What follows belongs to an exercise in optimizing a design on an open flow for small area; a production flow would make more cautious choices. In this exercise RTL edits were held to simulation tests only and were not proved equivalent to the original. Power is estimated from default activity; no workload was simulated.

==> flow/constraint.sdc <==
create_clock -name core_clock -period 7.0 [get_ports {clk}]
set_input_delay 1.4000 -clock core_clock [delete_from_list [all_inputs] [get_ports {clk}]]
set_output_delay 1.4000 -clock core_clock [all_outputs]
set_load 0.01 [all_outputs]
==> flow/run.sh <==
#!/bin/bash
# synth_recipe.tcl (not shown) runs the flow's synth.tcl, then flattens the netlist and writes it again
# the make line also repeats each setting of config.mk as NAME=value (left out here)
make -C /OpenROAD-flow-scripts/flow DESIGN_CONFIG=/design/flow/config.mk WORK_HOME=/design/flow/orfs CLKGATE_MAP_FILE= SYNTH_SCRIPT=/design/flow/synth_recipe.tcl finish
==> flow/design.v <==
module ram_bist #(
    parameter int DATA_W = 16,
    parameter int ADDR_W = 8
) (
    input  logic              clk,
    input  logic              rst,
    input  logic              start,
    input  logic [1:0]        mode,
    input  logic              fault_en,
    input  logic [ADDR_W-1:0] fault_addr,
    input  logic              usr_we,
    input  logic [ADDR_W-1:0] usr_waddr,
    input  logic [DATA_W-1:0] usr_wdata,
    input  logic [DATA_W-1:0] usr_mask,
    input  logic              usr_re,
    input  logic [ADDR_W-1:0] usr_raddr,
    output logic [DATA_W-1:0] usr_rdata,
    output logic              usr_rvalid,
    output logic              busy,
    output logic              done,
    output logic              pass,
    output logic [ADDR_W:0]   err_count,
    output logic [ADDR_W-1:0] err_addr
);
    localparam int N = 1 << ADDR_W;
    typedef enum logic [2:0] {IDLE, WRITE, READ, DRAIN, DONE} state_t;
    state_t            state;
    logic [ADDR_W-1:0] addr_cnt;
    logic [1:0]        mode_q;
    logic              user_phase;
    logic              start_acc;
    logic              last_addr;
    logic              st_write, st_read, st_drain;
    logic              ram_we;
    logic [ADDR_W-1:0] ram_waddr;
    logic [DATA_W-1:0] ram_wdata;
    logic [DATA_W-1:0] ram_mask;
    logic              ram_re;
    logic [ADDR_W-1:0] ram_raddr;
    logic [DATA_W-1:0] ram_rdata;
    logic [DATA_W-1:0] rd_word;
    logic [DATA_W-1:0] col_wr_n, col_set_n;
    logic [N-1:0]      wrow_n, rrow_n;
    logic [DATA_W-1:0] mem [N];
    logic              chk;
    logic [ADDR_W-1:0] exp_addr;
    logic [DATA_W-1:0] exp_word;
    function automatic logic [DATA_W-1:0] pattern(input logic [1:0] m, input logic [ADDR_W-1:0] a);
        logic [DATA_W-1:0] chkb;
        logic [DATA_W-1:0] p;
        for (int i = 0; i < DATA_W; i++) chkb[i] = (i % 2 == 1);
        case (m)
            2'd0:    p = '1;
            2'd1:    p = a[0] ? ~chkb : chkb;
            2'd2:    p = {{(DATA_W-ADDR_W){1'b0}}, a};
            default: p = ~{{(DATA_W-ADDR_W){1'b0}}, a};
        endcase
        pattern = p;
    endfunction
    assign st_write   = (state == WRITE);
    assign st_read    = (state == READ);
    assign st_drain   = (state == DRAIN);
    assign user_phase = (state == IDLE) || (state == DONE);
    assign start_acc  = user_phase && start;
    assign last_addr  = &addr_cnt;
    assign busy       = st_write || st_read || st_drain;
    assign pass       = done && (err_count == '0);
    assign usr_rdata  = ram_rdata;
    assign ram_we    = st_write || (user_phase && !start && usr_we);
    assign ram_waddr = st_write ? addr_cnt : usr_waddr;
    assign ram_wdata = st_write ? (pattern(mode_q, addr_cnt)
                                   ^ {{(DATA_W-1){1'b0}}, fault_en && (addr_cnt == fault_addr)})
                                : usr_wdata;
    assign ram_mask  = st_write ? '0 : usr_mask;
    assign ram_re    = st_read || (user_phase && usr_re);
    assign ram_raddr = st_read ? addr_cnt : usr_raddr;
    assign col_wr_n  = ~({DATA_W{ram_we}} & ~ram_mask);
    assign col_set_n = ~({DATA_W{ram_we}} & ~ram_mask & ram_wdata);
    always_comb begin
        for (int w = 0; w < N; w++) begin
            wrow_n[w] = (ram_waddr != ADDR_W'(w));
            rrow_n[w] = (ram_raddr != ADDR_W'(w));
        end
    end
    logic [N*DATA_W-1:0] mem_nx;
    for (genvar w = 0; w < N; w++) begin : g_row
        for (genvar i = 0; i < DATA_W; i++) begin : g_bit
            ram_bist_bitnx u_nx (.q(mem[w][i]), .row_n(wrow_n[w]), .wcol_n(col_wr_n[i]),
                                 .set_n(col_set_n[i]), .d(mem_nx[w*DATA_W+i]));
        end
    end
    always_ff @(posedge clk) begin
        for (int w = 0; w < N; w++) mem[w] <= mem_nx[w*DATA_W +: DATA_W];
    end
    localparam int NG = N / 2;
    logic [NG*DATA_W-1:0] grp;
    for (genvar g = 0; g < NG; g++) begin : g_rgrp
        for (genvar i = 0; i < DATA_W; i++) begin : g_bit
            ram_bist_rd2 u_rd (
                .s0_n(rrow_n[2*g]),   .d0(mem[2*g][i]),
                .s1_n(rrow_n[2*g+1]), .d1(mem[2*g+1][i]),
                .y(grp[g*DATA_W+i]));
        end
    end
    always_comb begin
        rd_word = '0;
        for (int g = 0; g < NG; g++) rd_word = rd_word | grp[g*DATA_W +: DATA_W];
        rd_word = ~rd_word;
    end
    always_ff @(posedge clk) begin
        if (ram_re) ram_rdata <= rd_word;
    end
    always_ff @(posedge clk) begin
        if (rst) state <= IDLE;
        else begin
            case (state)
                IDLE, DONE: if (start) state <= WRITE;
                WRITE:      if (last_addr) state <= READ;
                READ:       if (last_addr) state <= DRAIN;
                DRAIN:      state <= DONE;
                default:    state <= IDLE;
            endcase
        end
    end
    assign chk      = (st_read && (addr_cnt != '0)) || st_drain;
    assign exp_addr = addr_cnt - 1'b1;
    assign exp_word = pattern(mode_q, exp_addr);
    always_ff @(posedge clk) begin
        if (rst) begin
            addr_cnt   <= '0;
            mode_q     <= '0;
            done       <= 1'b0;
            err_count  <= '0;
            err_addr   <= '0;
            usr_rvalid <= 1'b0;
        end else begin
            usr_rvalid <= usr_re && user_phase && !start;
            if (start_acc) begin
                mode_q    <= mode;
                addr_cnt  <= '0;
                done      <= 1'b0;
                err_count <= '0;
                err_addr  <= '0;
            end else begin
                if (st_write || st_read) addr_cnt <= addr_cnt + 1'b1;
                if (st_drain) done <= 1'b1;
                if (chk && (ram_rdata != exp_word)) begin
                    if (err_count == '0) err_addr <= exp_addr;
                    err_count <= err_count + 1'b1;
                end
            end
        end
    end
endmodule
module ram_bist_bitnx (
    input  logic q,
    input  logic row_n,
    input  logic wcol_n,
    input  logic set_n,
    output logic d
);
    logic t;
    assign t = ~((row_n | wcol_n) & q);
    assign d = ~((row_n | set_n) & t);
endmodule
module ram_bist_rd2 (
    input  logic s0_n, d0,
    input  logic s1_n, d1,
    output logic y
);
    assign y = ~((s0_n | d0) & (s1_n | d1));
endmodule
==> flow/config.mk <==
export PLATFORM = sky130hd
export DESIGN_NAME = ram_bist
export DESIGN_NICKNAME = ram_bist
export VERILOG_FILES = /design/flow/design.v
export SDC_FILE = /design/flow/constraint.sdc
export NUM_CORES = 4
export LEC_CHECK = 0
export CAP_MARGIN = 10
export CELL_PAD_IN_SITES_DETAIL_PLACEMENT = 0
export CELL_PAD_IN_SITES_GLOBAL_PLACEMENT = 0
export CORE_MARGIN = 2
export CORE_UTILIZATION = 50
export PLACE_DENSITY = 0.6
export SLEW_MARGIN = 10
export SYNTH_HIERARCHICAL = 1
export SYNTH_MEMORY_MAX_BITS = 8192
export SYNTH_MINIMUM_KEEP_SIZE = 0
==> Implementation_results.wiki <==
{| class="wikitable"
! Metric !! Value
|-
| Run status || finished clean
|-
| Root buf cell || sky130_fd_sc_hd__clkbuf_16
|-
| Share of synthesized area occupied by flip-flops and latches || a little under three fifths
|-
| Buffer levels on the longest clock path || 4
|-
| Antenna violations before repair || 32
|-
| Chip height || 545 µm
|-
| Share of synthesized flip-flops with an asynchronous set or reset || 0%
|-
| Setup Skew || 34.6 ps
|-
| I/O pin count || between 100 and 150
|-
| Sequential Area || between 0.08 and 0.09 mm²
|-
| Remaining global-route overflow || 0
|-
| Worst-Skew Late Latency || around 970 ps
|-
| Commonest register cell after synthesis || sky130_fd_sc_hd__dfxtp_1
|-
| Worst endpoint required time || a little under 8000 ps
|-
| Most numerous cell on the critical path || sky130_fd_sc_hd__buf_4
|-
| # clock sinks || a little over 4k
|-
| Switching power summed over all nets || roughly 27,000 µW
|-
| Routed vias || between 100k and 150k
|-
| Total number of H-tree levels || 5
|-
| Synthesized cell area || between 0.1 and 0.15 mm²
|-
| Maximum clock frequency || 173 MHz
|-
| Total GRT Usage || between 30 and 40%
|-
| Non-Filler Instances || approximately 21k
|-
| Layout Utilization || 59.2%
|-
| Largest net degree at the start of global routing || ~140
|-
| Post-synthesis cell type count || between 50 and 60
|-
| Clock tree from TritonCTS || yes
|-
| Type of the worst min-delay path || register to register
|-
| Minimum clock period after layout || between 5000 and 6000 ps
|-
| Internal power component || roughly 45,000 µW
|-
| Fill cell total of the finished layout || 26.5k
|-
| Power Density || approximately 420 mW/mm²
|-
| Period Utilization, post-route || 82.7%
|-
| Number of vias per cell after detailed routing || 6.59
|-
| Wire length after detailed routing || between 600,000 and 700,000 µm
|-
| Net count of the mapped netlist || between 15k and 20k
|-
| Share of layout cells above drive strength 1 || about 8%
|-
| Routability cong. || approximately 0.98
|-
| Worst EP arrival || about 6600 ps
|-
| Maximum net fanout on the critical path || 19
|-
| TritonCTS buffer count || between 400 and 500
|-
| Cell family with the largest share of critical-path delay || simple AND/OR/NAND/NOR gates
|-
| RSZ-0062 raised after global routing || no
|-
| Worst stage delay on the critical path || 900 ps
|-
| Finish-stage setup viols || 0
|-
| Die area || 0.296 mm²
|-
| Yosys reg bits || around 4.1k
|-
| Number of hold buffers added after cts || 0
|-
| Overall power of the completed layout || roughly 72,000 µW
|-
| Number of design-rule violations left by the first detailed-router iteration || ~17k
|-
| Relative contribution of the clock network to total power || about a third
|-
| Crit-path cells || nor2b_1, nand2b_1, buf_4, o21ai_0, nor2_2, buf_4, nand2_1, o22ai_1, nor4_1, nand4_1, buf_4, or4_1, nor2_1
|-
| Post-synth EDFFs || 16
|-
| Half-perimeter wire length after placement || 382,000 µm
|-
| DRC Markers || 0
|-
| Number of instances in the synthesized netlist || about 16k
|-
| Post_cts resized || 0
|-
| Wire length per cell after detailed routing || between 20 and 30 µm
|-
| Peak supply drop || about 0.73 mV
|-
| Yosys Warn Count || 9
|-
| Final net count || ~17k
|-
| Combinational cell fraction of total power || about a quarter
|-
| Std cell rows || slightly below 200
|-
| Share of power burned in registers || around 40%
|-
| Horiz. Die Dim || 545 µm
|-
| Placed instance count || between 20k and 25k
|-
| Synth area leaders || sky130_fd_sc_hd__dfxtp_1 (57%), sky130_fd_sc_hd__o21ai_1 (28%), sky130_fd_sc_hd__o22ai_1 (8.8%)
|-
| Area share of the largest cell type after synthesis || 56.6%
|-
| Mean instance size in the synthesized netlist || a little over 9 µm²
|-
| Setup Crit Path Kind || register to register
|-
| I/O Buffers || 100
|-
| Post-CTS Setup Bufs || 0
|-
| Switching power as a share of total power || a little under two fifths
|-
| Number of buffer and inverter stages on the critical path || 3
|-
| Worst path slowest cell || sky130_fd_sc_hd__nor4_1
|-
| Max-slew headroom at the worst pin || under 10%
|-
| Slew at the pin closest to its max-slew limit || ~1400 ps
|-
| Hold WS || between 400 and 500 ps
|-
| Final count of hold timing violations || 0
|-
| Synth area leader || sky130_fd_sc_hd__dfxtp_1
|-
| Pre-antenna DRT Iters || 6
|-
| Crit start category || register
|-
| Max-capacitance violation count || 0
|-
| Number of global-route vias before repair || approximately 130k
|-
| Combined area of the multi-input logic cells || approximately 0.063 mm²
|-
| Lkg Pwr || a little under 0.06 µW
|-
| Number of nets with antenna violations after routing || 0
|-
| Setup crit end kind || register
|-
| Core region area || a little under 0.3 mm²
|-
| Initial core utilization || about half
|-
| Clock edge transition at the registers on the reported setup and hold paths || around 60 ps
|-
| Max-slew violations || 0
|-
| First-pass GRT wire length || roughly 900,000 µm
|-
| Area growth from synthesis to layout || 17.8%
|}
==> Yosys stat by module, one instance, submodules excluded <==
module	cells inside	flip-flops and latches	cell area [µm²]	copies in the design
ram_bist_rd2	1	0	6.26	2048
ram_bist_bitnx	2	0	10.0	4096
ram_bist	5892	4144	92300	1
==> cells in the final DEF (no fill, tap or decap), drive strengths merged, types with 5 or more instances in the layout <==
| cell | n |
|---|---|
| clkdlybuf4s50 | 100 |
| clkbuf | 633 |
| nand2 | 543 |
| ha | 5 |
| nand4 | 140 |
| o211ai | 5 |
| bufinv | 32 |
| o21ai | 8230 |
| buf | 606 |
| o22ai | 2050 |
| or2 | 5 |
| a31oi | 9 |
| nor4 | 518 |
| nand3 | 11 |
| clkinv | 79 |
| edfxtp | 16 |
| xnor2 | 18 |
| a21oi | 49 |
| diode | 32 |
| nor2b | 9 |
| or4 | 39 |
| dfxtp | 4128 |
| or3 | 13 |
| nor2 | 152 |
| inv | 16 |
| clkinvlp | 9 |
| nor3b | 18 |
| xor2 | 17 |
| nand2b | 9 |
==> power by group through the flow <==
stage | Sequential [µW] | Combinational [µW] | Clock (µW)
after floorplan | 29200 | 8790 | 0
after global placement | 29900 | 18200 | 0
after detailed placement | 29900 | 18400 | 0
after CTS | 29400 | 18400 | 23400
after global routing | 29800 | 19600 | 24400
final | 29500 | 19100 | 23300
==> layer usage <==
metal	part of all wire [%]	vias up	global-route usage (%)	routed length, µm
met2	43	6478	59.9	265000
met4	6.3	12	23.2	38800
met3	8.9	1359	6.47	54200
li1	-	66400	-	-
met5	0.011	-	0	69
met1	42	67000	54.0	254000
==> path summary, 6_finish.rpt <==
path	from	to	slack, ps	depth (start not counted)
worst max-delay path	state[1]	ram_rdata[2]	1210	13
worst min-delay path	mem[93][4]	mem[93][4]	470	2
worst min register to register	mem[93][4]	mem[93][4]	470	2
worst max register to register	state[1]	ram_rdata[2]	1210	13
==> metrics by stage <==
stage	setup WS (ps)	instance area [µm²]	setup TNS, ps
2_1_floorplan	-381	146000	-1250000
6_report	1210	172000	0
4_1_cts	1490	172000	0
3_3_place_gp	287	158000	0
5_1_grt	1150	172000	0
3_5_place_dp	575	158000	0
==> flip-flops by register name, summed over array words and instances, names as in the netlist <==
register and flops:
addr_cnt 8, done 1, err_addr 8, err_count 9, mem 4096, mode_q 2, ram_rdata 16, state 3
usr_rvalid 1
==> kinds of logic after synthesis <==
kind of cell    after synthesis  share of synthesized area [%]
compound gates            10400                           37.3
xor+xnor                     36                          0.225
fa+ha+maj                     5                         0.0428
buf+inv                     104                          0.279
flops                      4144                           56.9
mux                           5                         0.0360
simple gates               1471                           5.17
==> Yosys cell counts, drive strengths merged, types with 4 or more instances <==
master,n
nand4,140
nor3,4
clkbuf,87
nor2,152
xor2,17
a22oi,4
nor3b,18
inv,7
buf,10
or3,13
or4,39
or2,5
a31oi,9
o22ai,2050
a21oi,49
edfxtp,16
a21o,4
o211ai,5
dfxtp,4128
ha,5
nand2b,9
xnor2,18
nor4,518
o21ai,8230
nand3,11
nand2,543
o31ai,4
nor2b,9
==> tightest hold or removal path, delay by kind of cell (launching register included) <==
family / cells / cell delay (ps)
DFF: 1 / 320
AOI/OAI and AO/OA: 2 / 120
==> area by class of cell <==
cell class	instances	share of cell area, %
Antenna cell	32	0.0465
Clock buffer	633	7.34
Clock inverter	129	0.924
Inverter	7	0.0225
Multi-Input combinational cell	11900	36.7
Sequential cell	4144	48.3
Tap cell	3900	2.84
Timing Repair Buffer	706	3.78

separate check: timing with driven ports:
The results above use ideal ports. As a check the final layout listed here was re-extracted and re-timed, cells and wires unchanged. Step 1: set_driving_cell puts a clkbuf_16 on clk and a buf_2 on each other input, an assumption about the parent block. Step 2 moves the port delays by t, midway between the first and last clock arrival at a register: inputs arrive t later, outputs are due t later. That takes back most of the time a late clock gives input paths. a / b / c = ideal / step 1 / step 2; a / b = the first two.
t (ns): 1.059
slack for setup (ns): 1.212 / 1.212 / 0.355
hold WS [ns]: 0.469 / 0.469 / 0.469
worst setup path after step 2: input to register
latest minus earliest clock arrival (ns): 0.035 / 0.035
After both steps this run still meets setup and hold. For this run, drivers alone change the setup slack by 0.000 ns; drivers and shift together by -0.857 ns.
